This design comes from an exercise in tuning for small area on the open sky130 flow, not from production work. In this exercise RTL edits were held to simulation tests only and were not proved equivalent to the original. No activity file was given, so power comes from the tool's default toggle rates.

--- flow/design.v ---
package rpc_phy_pkg;
  localparam int BUS_W = 32;
  localparam int DB_W = 16;
  localparam int WORD_W_DEF = 256;
  localparam int MASK_W = 64;
  localparam logic [1:0] OP_WRITE = 2'b01;
  localparam logic [1:0] OP_READ  = 2'b10;
  typedef struct packed {
    logic [1:0]  op;
    logic [3:0]  words_m1;
    logic [25:0] addr;
  } rpc_cmd_t;
  typedef union packed {
    logic [BUS_W-1:0] raw;
    rpc_cmd_t         cmd;
  } rpc_slot_u;
  typedef enum logic [1:0] {
    TYPE_CMD  = 2'b00,
    TYPE_DATA = 2'b01,
    TYPE_MASK = 2'b10
  } rpc_type_e;
endpackage
`timescale 1ns/100ps
module rpc_phy_ctrl (
  input  logic        clk_0_i,
  input  logic        rst_ni,
  input  logic [31:0] cmd_i,
  input  logic        cmd_valid_i,
  input  logic        rd_valid_i,
  output logic        cmd_ready_o,
  output logic        data_ready_o,
  output logic        data_valid_o,
  output logic        data_last_o,
  output logic        cs_no,
  output logic        stb_o,
  output logic        db_oe_o,
  output logic        idle_o,
  output logic        load_o,
  output logic        shift_o,
  output logic        hold_o,
  output logic        hold_lo_o,
  output logic        sel_c_o
);
  logic       stb_q;    
  logic       wr_q;     
  logic       rd_q;     
  logic       m1_q;     
  logic       m2_q;     
  logic       valid_q;
  logic       last_q;   
  logic [2:0] slot_q;   
  logic [3:0] cnt_q;    
  logic idle, accept, wd, rd_act, take, slot_end, word_end, cnt_zero;
  assign idle     = ~(stb_q | wr_q | rd_q);
  assign accept   = idle & cmd_valid_i;
  assign wd       = wr_q & ~stb_q & ~m1_q & ~m2_q;
  assign rd_act   = rd_q & ~stb_q & ~last_q;
  assign take     = rd_act & rd_valid_i;
  assign slot_end = (slot_q == 3'd7);
  assign cnt_zero = (cnt_q == 4'd0);
  assign word_end = (wd | take) & slot_end;
  always_ff @(posedge clk_0_i or negedge rst_ni) begin
    if (!rst_ni) begin
      stb_q   <= 1'b0;
      wr_q    <= 1'b0;
      rd_q    <= 1'b0;
      m1_q    <= 1'b0;
      m2_q    <= 1'b0;
      valid_q <= 1'b0;
      last_q  <= 1'b0;
      slot_q  <= 3'd0;
    end else begin
      stb_q   <= accept;
      wr_q    <= (accept & (cmd_i[31:30] == rpc_phy_pkg::OP_WRITE)) |
                 (wr_q & ~(wd & slot_end & cnt_zero));
      rd_q    <= (accept & (cmd_i[31:30] == rpc_phy_pkg::OP_READ)) |
                 (rd_q & ~last_q);
      m1_q    <= stb_q & wr_q;
      m2_q    <= m1_q;
      valid_q <= take & slot_end;
      last_q  <= take & slot_end & cnt_zero;
      if (wd | take) slot_q <= slot_q + 3'd1;
    end
  end
  always_ff @(posedge clk_0_i) begin
    if (accept) begin
      cnt_q <= cmd_i[29:26];
    end else if (word_end) begin
      cnt_q <= cnt_q - 4'd1;
    end
  end
  assign cmd_ready_o  = idle;
  assign cs_no        = idle;
  assign stb_o        = stb_q;
  assign db_oe_o      = stb_q | wr_q;
  assign data_ready_o = m1_q | (wd & slot_end & ~cnt_zero);
  assign data_valid_o = valid_q;
  assign data_last_o  = last_q;
  assign idle_o    = idle;
  assign load_o    = data_ready_o;
  assign shift_o   = (wd | take) & ~data_ready_o;
  assign hold_o    = ~(data_ready_o | wd | take);
  assign hold_lo_o = hold_o & ~idle;
  assign sel_c_o   = stb_q | m2_q;
endmodule
`timescale 1ns/100ps
module rpc_wr_path (
  input  logic        clk_0_i,
  input  logic [31:0] cmd_i,
  input  logic        idle_i,
  input  logic        sel_c_i,
  input  logic [63:0] lo_i,
  output logic [31:0] db_o
);
  localparam int HW = rpc_phy_pkg::DB_W;
  logic [31:0] c_q;
  always_ff @(posedge clk_0_i) begin
    c_q <= ({32{idle_i}} & cmd_i) | ({32{~idle_i}} & {lo_i[32 +: HW], lo_i[48 +: HW]});
  end
  assign db_o = ({32{sel_c_i}} & c_q) | ({32{~sel_c_i}} & {lo_i[0 +: HW], lo_i[HW +: HW]});
endmodule
`timescale 1ns/100ps
module rpc_rd_path #(
  parameter int WORD_W = rpc_phy_pkg::WORD_W_DEF
) (
  input  logic                           clk_0_i,
  input  logic [rpc_phy_pkg::BUS_W-1:0]  db_i,
  input  logic [WORD_W-1:0]              data_i,
  input  logic [rpc_phy_pkg::MASK_W-1:0] mask_i,
  input  logic                           idle_i,
  input  logic                           load_i,
  input  logic                           shift_i,
  input  logic                           hold_i,
  input  logic                           hold_lo_i,
  output logic [WORD_W-1:0]              word_o
);
  localparam int BW = rpc_phy_pkg::BUS_W;
  localparam int MW = rpc_phy_pkg::MASK_W;
  logic [WORD_W-1:0] word_q, word_d, up;
  assign up = {db_i, word_q[WORD_W-1:BW]};
  always_comb begin
    word_d = ({WORD_W{load_i}} & data_i) | ({WORD_W{shift_i}} & up) |
             ({WORD_W{hold_i}} & word_q);
    word_d[MW-1:0] = ({MW{load_i}} & data_i[MW-1:0]) | ({MW{shift_i}} & up[MW-1:0]) |
                     ({MW{hold_lo_i}} & word_q[MW-1:0]) | ({MW{idle_i}} & mask_i);
  end
  always_ff @(posedge clk_0_i) begin
    word_q <= word_d;
  end
  assign word_o = word_q;
endmodule
`timescale 1ns/100ps
module rpc_phy_top #(
  parameter int WORD_W = rpc_phy_pkg::WORD_W_DEF
) (
  input  logic                          clk_0_i,
  input  logic                          rst_ni,
  input  rpc_phy_pkg::rpc_slot_u        cmd_i,
  input  logic                          cmd_valid_i,
  output logic                          cmd_ready_o,
  input  logic [WORD_W-1:0]             data_i,
  input  logic [rpc_phy_pkg::MASK_W-1:0] mask_i,
  output logic                          data_ready_o,
  input  logic [rpc_phy_pkg::BUS_W-1:0] db_i,
  input  logic                          rd_valid_i,
  output logic [WORD_W-1:0]             data_o,
  output logic                          data_valid_o,
  output logic                          data_last_o,
  output logic                          cs_no,
  output logic                          stb_o,
  output logic                          db_oe_o,
  output logic [rpc_phy_pkg::BUS_W-1:0] db_o
);
  logic idle, load, shift, hold, hold_lo, sel_c;
  logic [WORD_W-1:0] word;
  rpc_phy_ctrl u_ctrl (
    .clk_0_i      (clk_0_i),
    .rst_ni       (rst_ni),
    .cmd_i        (cmd_i.raw),
    .cmd_valid_i  (cmd_valid_i),
    .rd_valid_i   (rd_valid_i),
    .cmd_ready_o  (cmd_ready_o),
    .data_ready_o (data_ready_o),
    .data_valid_o (data_valid_o),
    .data_last_o  (data_last_o),
    .cs_no        (cs_no),
    .stb_o        (stb_o),
    .db_oe_o      (db_oe_o),
    .idle_o       (idle),
    .load_o       (load),
    .shift_o      (shift),
    .hold_o       (hold),
    .hold_lo_o    (hold_lo),
    .sel_c_o      (sel_c)
  );
  rpc_rd_path #(
    .WORD_W (WORD_W)
  ) u_rd_path (
    .clk_0_i   (clk_0_i),
    .db_i      (db_i),
    .data_i    (data_i),
    .mask_i    (mask_i),
    .idle_i    (idle),
    .load_i    (load),
    .shift_i   (shift),
    .hold_i    (hold),
    .hold_lo_i (hold_lo),
    .word_o    (word)
  );
  rpc_wr_path u_wr_path (
    .clk_0_i (clk_0_i),
    .cmd_i   (cmd_i.raw),
    .idle_i  (idle),
    .sel_c_i (sel_c),
    .lo_i    (word[63:0]),
    .db_o    (db_o)
  );
  assign data_o = word;
endmodule
--- flow/run.sh ---
#!/bin/bash
# synth_recipe.tcl (not shown) runs the flow's synth.tcl, then flattens the netlist and writes it again
# the make line also repeats each setting of config.mk as NAME=value (left out here)
make -C /OpenROAD-flow-scripts/flow DESIGN_CONFIG=/design/flow/config.mk WORK_HOME=/design/flow/orfs CLKGATE_MAP_FILE= SYNTH_SCRIPT=/design/flow/synth_recipe.tcl finish
--- flow/config.mk ---
export PLATFORM = sky130hd
export DESIGN_NAME = rpc_phy_top
export DESIGN_NICKNAME = rpc_phy_top
export VERILOG_FILES = /design/flow/design.v
export SDC_FILE = /design/flow/constraint.sdc
export NUM_CORES = 4
export LEC_CHECK = 0
export CAP_MARGIN = 20
export CORE_MARGIN = 2
export CORE_UTILIZATION = 40
export SLEW_MARGIN = 20
--- flow/constraint.sdc ---
create_clock -name core_clock -period 6.0 [get_ports {clk_0_i}]
set_input_delay 1.2000 -clock core_clock [delete_from_list [all_inputs] [get_ports {clk_0_i}]]
set_output_delay 1.2000 -clock core_clock [all_outputs]
set_load 0.01 [all_outputs]
==> out/results.ini, run 1 <==
[logic_synthesis]
syn-cell-area_um2=12400
synth_seq_cells=302
synth-xor-area-share_pct=0.212
synthAdderAreaFrac_pct=0.302
synth_seq_area_share_pct=49.4
ys_warn_count=3
synth_compound_area_share_pct=25.8
synth_top_family_by_area=compound AO/OA/AOI/OAI gates
syn_avg_cell_area_um2=10.9
synth_cell_types=38
synthMuxAreaShare_pct=5.99
synth-simple-area-share_pct=14.1
synthCells=1138
syn_nets=1529
synth_edf_count=4
ys_async_sr_fraction_pct=3.31
synth_ff_type=dfxtp_1

[status]
flow.stopped_at=I/O pin placement (3_2_place_iop)
status=did not finish
first-error=[ERROR PPL-0024] Number of IO pins (683) exceeds maximum number of available positions (646). Increase the die perimeter from 720.58um to 928.88um.

[die]
start_util_pct=40.6
die_w_um=180
fp-row-count=64
dieHeight_um=180

[synthesized netlist by cell type, types with 2 or more instances]
master,instances,share of area (%)
a22o_1,32,2.3
a221oi_1,32,2.3
edfxtp_1,4,0.97
and2_1,2,0.10
xnor2_1,3,0.21
buf_2,32,1.3
mux2_2,66,6.0
clkbuf_1,69,2.1
a221o_1,192,15
a222oi_1,32,2.6
nor2_1,8,0.24
inv_1,8,0.24
a32oi_1,32,2.3
or3b_1,2,0.14
nor2b_1,160,8.1
nand2_1,98,3.0
buf_1,5,0.15
buf_4,6,0.36
dfxtp_1,288,46
nor3_1,3,0.12
nor3b_1,32,1.9
ha_1,3,0.30
dfrtp_1,10,2.0
a21oi_1,5,0.20
[kinds of logic after synthesis]
group / count (synthesis)
and+or+nand+nor: 312
AOI/OAI and AO/OA: 332
DFF: 302
adders and majority gates: 3
xor gates and xnor gates: 3
buffers and inverters: 120
muxes: 66
==> inputs of run 2 (changes only) <==
--- a/flow/config.mk
+++ b/flow/config.mk
@@ -7,5 +7,5 @@
 export LEC_CHECK = 0
 export CAP_MARGIN = 20
-export CORE_MARGIN = 2
-export CORE_UTILIZATION = 40
+export CORE_AREA = 2 2 238 238
+export DIE_AREA = 0 0 240 240
 export SLEW_MARGIN = 20
==> run 2 against run 1 <==
The run now finishes clean. Synthesized cell count did not move. Area after synthesis did not move.
==> out/results.ini, run 2 <==
[status]
status=no timing/DRC/antenna violations

[pwr]
clkPwrFrac_pct=18.4
power.internal_mw=7.16
swShare_pct=37.4
comb_power_share_pct=48.0
vdd_drop_max_mv=0.548
power_density_nw_per_um2=544
p_sw_mw=4.29
seqPwrFrac_pct=33.7
leakage_nw=7.88
finalPower_mw=11.4

[sta]
setup_tns_ns=0
setup_viol=0
report.final.slew_viol_count=0
final.setup_skew_ns=0.0141
min_period_ns=4.01
worst_slew_pin_slew_ns=0.907
grt_setup_unrepaired=false
max_freq_mhz=250
hold_violations=0
period_share_pct=66.8
relSlewSlack_pct=39.5

[clock_tree]
postCtsSetupBuffers=0
cts_buffers=36
h-tree-depth=2
cts_tree=built
clockBufferDepth=3
clkLatencyLatePin_ns=0.54
postCtsHoldBufs=0
cts-root-buf=clkbuf_16
ctsResizeCount=0
clkSlewWorstSetupHoldPaths_ns=0.06
cts.sinks=302

[die]
dieHeight_um=240  ; +33%
coreArea_um2=55100
ios=683
start_util_pct=22.5  ; -18 points
fp-row-count=86  ; +34%
die_w_um=240  ; +33%
die-area_um2=57600

[grt]
grt_pass1_vias=12200
grt_antenna_before_repair=3
overflow=0
track_usage_pct=18.3
grt_start_max_net_pins=119
grt_pass1_wl_um=79600

[cells_and_area]
area_growth_syn_to_layout_pct=69.4
largest_reg_flops=256
final_layout_size_suffix_gt1_share_pct=8.28
final_cell_mix=clkdlybuf4s50_1 (682), dfxtp_1 (288), a221o_1 (192)
top_register=u_rd_path.word_q
final_common_cell=clkdlybuf4s50_1
reg_top3=u_rd_path.word_q: 256 flops, u_wr_path.c_q: 32 flops, u_ctrl.cnt_q: 4 flops
nNetsFinal=2156
n_antenna_cell=0

[placed_design]
dp_hpwl_um=41000
port_buffers=682
routabilityCongestion=0.822

[setup_path]
crit_fanout=33
cp.arrival_ns=2.81
critPathCaptureType=output pin
worst_setup_path_start_kind=register
required_ns=4.80
criticalPathCategory=register to output pin

[routing]
routedWlPerCell_um=22.2
drtPass1Iterations=7
avgViaCountPerCell=4.85
dr_total_vias=12300
ant_nets=0
wirelength_um=56300
route.detailed.drc=0
drtIter0Drc=1047

[logic_synthesis]
syn_nets=1529  ; unchanged
netlist_top_cells_count=dfxtp_1 (288), a221o_1 (192), nor2b_1 (160), nand2_1 (98), clkbuf_1 (69)
synth_ff_type=dfxtp_1
ys_async_sr_fraction_pct=3.31  ; unchanged
synth_cell_types=38  ; unchanged
syn-cell-area_um2=12400  ; unchanged
yosysTopAreaCellShare_pct=46.5  ; unchanged
synthCells=1138  ; unchanged
synthTopCellsByArea=dfxtp_1 (46%), a221o_1 (15%), nor2b_1 (8.1%), mux2_2 (6.0%), nand2_1 (3.0%)
synth.most_common_cell=dfxtp_1
synth_edf_count=4  ; unchanged
synth_seq_cells=302  ; unchanged
syn_avg_cell_area_um2=10.9  ; unchanged
synth_seq_area_share_pct=49.4  ; unchanged
synth_largest_area_cell=dfxtp_1
ys_warn_count=3  ; unchanged

[job]
drv_cap=0

[hold_path]
hold_path.class=register to register

## run 2: cell counts after synthesis
Identical to the previous run, type by type.
## run 2: layer usage
layer | track usage [%] | part of all wire [%]
met5 | 0 | 0
met4 | 6.14 | 3.0
met3 | 4.89 | 8.1
met2 | 30.9 | 48
met1 | 22.4 | 41
## run 2: cells by family (layout without fill, tap and decap cells)
| group | Yosys count | in the layout | synth area share, % |
|---|---|---|---|
| compound gates | 332 | 332 | 25.8 |
| xor+xnor | 3 | 3 | 0.212 |
| fa+ha+maj | 3 | 3 | 0.302 |
| buf+inv | 120 | 770 | 4.13 |
| flops | 302 | 302 | 49.4 |
| mux | 66 | 66 | 5.99 |
| simple gates | 312 | 312 | 14.1 |
## run 2: stage by stage
step | instances | setup WS [ns] | hold slack, ns | instance area (um2) | utilization (%)
2_1_floorplan | 1138 | 2.94 | 0.453 | 12400 | -
3_3_place_gp | 2475 | 2.52 | 0.436 | 19900 | 36.2
3_5_place_dp | 2475 | 2.49 | 0.441 | 19900 | 36.2
4_1_cts | 2536 | 1.92 | 0.450 | 21000 | 38.2
5_1_grt | 2536 | 1.86 | 0.464 | 21000 | 38.2
6_report | 2536 | 1.99 | 0.449 | 21000 | 38.2
## run 2: area by class of cell
cell class	instances	area, um2
Clock buffer	55	1060
Clock inverter	6	41.3
Fill cell	5514	34100
Inverter	8	30.0
Multi-Input combinational cell	716	5790
Sequential cell	302	6140
Tap cell	748	936
Timing Repair Buffer	701	7020
## run 2: power by group through the flow
stage / sequential [mW] / clock [mW] / combinational, mW
final: 3.85 / 2.10 / 5.49
after global routing: 3.96 / 2.24 / 5.88
after CTS: 3.85 / 2.17 / 5.54
after detailed placement: 3.88 / 0 / 5.51
after global placement: 3.85 / 0 / 5.46
after floorplan: 3.86 / 0 / 2.59
## run 2: worst paths after layout
check	start	to	slack [ns]	cells after the start
setup / recovery	u_ctrl.cnt_q[0]$_DFFE_PP_	data_ready_o	1.99	7
hold / removal	u_rd_path.word_q[3]$_DFF_P_	u_rd_path.word_q[3]$_DFF_P_	0.45	2
setup reg to reg	u_ctrl.cnt_q[0]$_DFFE_PP_	u_rd_path.word_q[124]$_DFF_P_	2.49	8
hold reg to reg	u_rd_path.word_q[3]$_DFF_P_	u_rd_path.word_q[3]$_DFF_P_	0.45	2
max in group asynchronous	rst_ni	u_ctrl.m1_q$_DFF_PN0_	4.63	1
min in group asynchronous	rst_ni	u_ctrl.last_q$_DFF_PN0_	1.00	1
## run 2: critical path, stage by stage, from the launching register on
cell,delay (ns)
edfxtp_1,0.41
inv_1,0.08
ha_1,0.19
or3b_1,0.51
a21oi_4,0.20
inv_1,0.05
buf_4,0.28
clkdlybuf4s50_1,0.54
==> inputs of run 3 (changes only) <==
==> flow/flow/run.sh (new file) <==
#!/bin/bash
# The standard layout, with the smallest buffer for the port buffers
set -euo pipefail
bash standard.sh BUFFER_PORTS_ARGS="-buffer_cell sky130_fd_sc_hd__buf_1" finish > standard.log 2>&1
==> flow/standard.sh (new file) <==
#!/bin/bash
# synth_recipe.tcl (not shown) runs the flow's synth.tcl, then flattens the netlist and writes it again
# the make line also repeats each setting of config.mk as NAME=value (left out here)
make -C /OpenROAD-flow-scripts/flow DESIGN_CONFIG=/design/flow/config.mk WORK_HOME=/design/flow/orfs CLKGATE_MAP_FILE= SYNTH_SCRIPT=/design/flow/synth_recipe.tcl "${@:-finish}"
removed: flow/run.sh
==> run 3 against run 2 <==
Die area stayed put. Clock power about the same. Power is 11% lower. Design area is 20% lower. Clock-buffer cell count fell by 2. Combinational power decreased by 23%. Worst hold slack got worse by 0.0047 ns. Sequential power hardly changed. Critical path depth unchanged. Still clean on timing, DRC and antenna. Largest power group unchanged. Global-route usage down 2.4 points. First-iteration DRC count shrank 1.1%. Critical endpoint unchanged.
==> out/results.ini, run 3 <==
[cells_and_area]
nNetsFinal=2151  ; -0.23%
fillers=5881  ; +6.7%
largest_reg_flops=256  ; unchanged
reg_top3=u_rd_path.word_q: 256 flops, u_wr_path.c_q: 32 flops, u_ctrl.cnt_q: 4 flops
top_register=u_rd_path.word_q
final_cells=2537  ; +0.039%
final_common_cell=buf_1
final_cell_mix=buf_1 (682), dfxtp_1 (288), a221o_1 (192)
final_layout_size_suffix_gt1_share_pct=8.40  ; +0.12 points
area_growth_syn_to_layout_pct=35.3

[die]
dieHeight_um=240  ; unchanged
ios=683  ; unchanged
fp-row-count=86  ; unchanged
die_w_um=240  ; unchanged
coreArea_um2=55100  ; unchanged
die-area_um2=57600  ; unchanged
start_util_pct=22.5  ; unchanged

[setup_path]
r2r_end=u_rd_path.word_q[154]$_DFF_P_
worst_setup_path_start_kind=register
critPathCaptureType=output pin
path_buf_inv=4  ; unchanged
crit_path_cell_trace=inv_1, ha_1, or3b_1, a21oi_4, buf_4, inv_1, buf_1
crit_family=buffers and inverters
critPathMostFrequentCell=inv_1
rr_startpoint=u_ctrl.stb_q$_DFF_PN0_
cp.depth=7  ; unchanged
endpoint=data_ready_o
r2r_slack_ns=3.03  ; +0.54 ns
reg2regPathDepth=5  ; -3
required_ns=4.80  ; about the same
crit_slowest_cell=or3b_1
criticalPathCategory=register to output pin
cpPeakStageDelay_ns=0.51  ; -0.03 ns
cp.arrival_ns=2.48  ; -0.33 ns
cp-startpoint=u_ctrl.cnt_q[0]$_DFFE_PP_
crit_fanout=13  ; -61%

[pwr]
vdd_drop_max_mv=0.371  ; -32%
power_density_nw_per_um2=608  ; +12%
leakage_nw=6.11  ; -22%

[grt]
grt_antenna_before_repair=5  ; +2
track_usage_pct=15.9  ; -2.4 points
grt_start_max_net_pins=161  ; +35%
grt_pass1_wl_um=70300  ; -12%
grt_pass1_vias=11800  ; -3.3%
overflow=0  ; unchanged

[logic_synthesis]
syn_avg_cell_area_um2=10.9  ; unchanged
synth_cell_types=38  ; unchanged
syn-cell-area_um2=12400  ; unchanged
synth_ff_type=dfxtp_1
synth_seq_cells=302  ; unchanged
ys_warn_count=3  ; unchanged
syn_nets=1529  ; unchanged
synth.most_common_cell=dfxtp_1
synthTopCellsByArea=dfxtp_1 (46%), a221o_1 (15%), nor2b_1 (8.1%), mux2_2 (6.0%), nand2_1 (3.0%)
synth_seq_area_share_pct=49.4  ; unchanged
ys_async_sr_fraction_pct=3.31  ; unchanged
synthCells=1138  ; unchanged
netlist_top_cells_count=dfxtp_1 (288), a221o_1 (192), nor2b_1 (160), nand2_1 (98), clkbuf_1 (69)
yosysTopAreaCellShare_pct=46.5  ; unchanged
synth_largest_area_cell=dfxtp_1
synth_edf_count=4  ; unchanged

[clock_tree]
clkSlewWorstSetupHoldPaths_ns=0.06  ; about the same
postCtsHoldBufs=0  ; unchanged
cts-root-buf=clkbuf_16
clkLatencyLatePin_ns=0.54  ; about the same
h-tree-depth=2  ; unchanged
cts_buffers=35  ; -2.8%
postCtsSetupBuffers=0  ; unchanged
ctsResizeCount=0  ; unchanged
cts_tree=built
clockBufferDepth=3  ; unchanged
cts.sinks=302  ; unchanged

[routing]
route.detailed.drc=0  ; unchanged
dr_total_vias=12500  ; +1.7%
drtIter0Drc=1035  ; -1.1%
avgViaCountPerCell=4.93  ; +1.7%
drtPass1Iterations=8  ; +1
routedWlPerCell_um=19.9  ; -11%
wirelength_um=50400  ; -11%
ant_nets=0  ; unchanged

[sta]
period_share_pct=61.4  ; -5.4 points
hold_violations=0  ; unchanged
max_freq_mhz=272  ; +8.9%
grt_setup_unrepaired=false
setup_tns_ns=0  ; unchanged
report.final.slew_viol_count=0  ; unchanged
worst_slew_pin_slew_ns=0.988  ; +0.0801 ns
setup_viol=0  ; unchanged
relSlewSlack_pct=34.2  ; -5.3 points
final.setup_skew_ns=0.0238  ; +0.00967 ns
min_period_ns=3.68  ; -0.326 ns

[placed_design]
dp_hpwl_um=36900  ; -10%
dp_cells=2470  ; -0.20%
routabilityCongestion=0.872  ; +6.1%
port_buffers=682  ; unchanged

[status]
status=no timing/DRC/antenna violations

[job]
drv_cap=0  ; unchanged

[hold_path]
hold_path.class=register to register

-- run 3: cell types whose count changed in the layout (fill, tap and decap cells not counted), sizes merged, moves of 2 or more --
cell and change:
buf +678, clkdlybuf4s50 -682, diode +3, clkbuf -2
clkinv +4
-- run 3: worst min-delay path by stage --
stage                                            start                      endpoint  slack (ns)  cells past startpoint
final                     u_rd_path.word_q[13]$_DFF_P_  u_rd_path.word_q[13]$_DFF_P_        0.44                      2
after global routing       u_rd_path.word_q[3]$_DFF_P_   u_rd_path.word_q[3]$_DFF_P_        0.47                      2
after CTS                 u_rd_path.word_q[13]$_DFF_P_  u_rd_path.word_q[13]$_DFF_P_        0.45                      2
after detailed placement  u_rd_path.word_q[13]$_DFF_P_  u_rd_path.word_q[13]$_DFF_P_        0.44                      2
after global placement    u_rd_path.word_q[11]$_DFF_P_  u_rd_path.word_q[11]$_DFF_P_        0.43                      2
after floorplan           u_ctrl.slot_q[0]$_DFFE_PN0N_  u_ctrl.slot_q[0]$_DFFE_PN0N_        0.45                      1
-- run 3: where the power goes --
| part | switching [mW] | total [mW] | leakage, nW | internal, mW |
|---|---|---|---|---|
| Clock | 0.860 | 2.13 | 0.577 | 1.27 |
| Combinational | 2.40 | 4.21 | 2.97 | 1.80 |
| Sequential | 0.908 | 3.86 | 2.57 | 2.95 |
-- run 3: cell type report --
class,instances,area [um2],area share [%]
tap,748,936,5.57
antenna,3,7.51,0.0447
sequential,302,6140,36.6
timing repair buffer,697,2730,16.3
multi-input combinational,716,5790,34.5
clock inverter,10,90.1,0.537
inverter,8,30.0,0.179
clock buffer,53,1060,6.34
-- run 3: worst min-delay path: stages (launching register included) --
cell	delay, ns
dfxtp_1	0.31
nand2_1	0.05
nand2_1	0.04
-- run 3: layer usage --
layer / vias up / global-route usage (%) / wire length, um
met4: 2 / 5.87 / 1560
met2: 672 / 26.1 / 23600
met3: 90 / 3.87 / 4160
met1: 6030 / 20.1 / 21100
met5: - / 0 / 13
li1: 5723 / - / -
-- run 3: kinds of logic (layout without fill, tap and decap cells) --
logic type,count (synthesis),in the layout,share of synthesized area (%)
flops,302,302,49.4
fa+ha+maj,3,3,0.302
compound gates,332,332,25.8
simple gates,312,312,14.1
mux,66,66,5.99
other cells,0,3,0
xor+xnor,3,3,0.212
buf+inv,120,768,4.13
-- run 3: through the flow --
stage / hold slack, ns / setup slack (ns) / total power [mW] / area [um2] / utilization [%]
final: 0.444 / 2.32 / 10.2 / 16800 / 30.5
after global routing: 0.467 / 2.08 / 10.8 / 16800 / 30.5
after CTS: 0.446 / 2.10 / 10.3 / 16800 / 30.4
after detailed placement: 0.439 / 2.58 / 8.09 / 15600 / 28.3
after global placement: 0.434 / 2.63 / 7.97 / 15600 / 28.3
after floorplan: 0.453 / 2.94 / 6.44 / 12400 / -

[port drivers added, routing unchanged]
Ports are ideal in the flow. The routed layouts listed here were re-timed in OpenROAD.
Step 1 (the two cells are an assumption about what drives the block):
set clk [get_ports {clk_0_i}]
set_driving_cell -lib_cell sky130_fd_sc_hd__clkbuf_16 $clk
set_driving_cell -lib_cell sky130_fd_sc_hd__buf_2 [delete_from_list [all_inputs] $clk]
Step 2 also shifts input and output timing later by t, the mid clock arrival at the registers, as if the neighbouring blocks saw the same clock.
a / b / c = ideal ports / drivers / drivers and shift; a / b = the first two.
run | t (ns) | setup slack, ns | worst hold slack (ns)
run 2 | 0.585 | 1.992 / 1.938 / 2.463 | 0.449 / 0.449 / 0.449
run 3 | 0.587 | 2.318 / 2.259 / 2.370 | 0.444 / 0.444 / 0.444
After both steps every run listed still meets setup and hold.
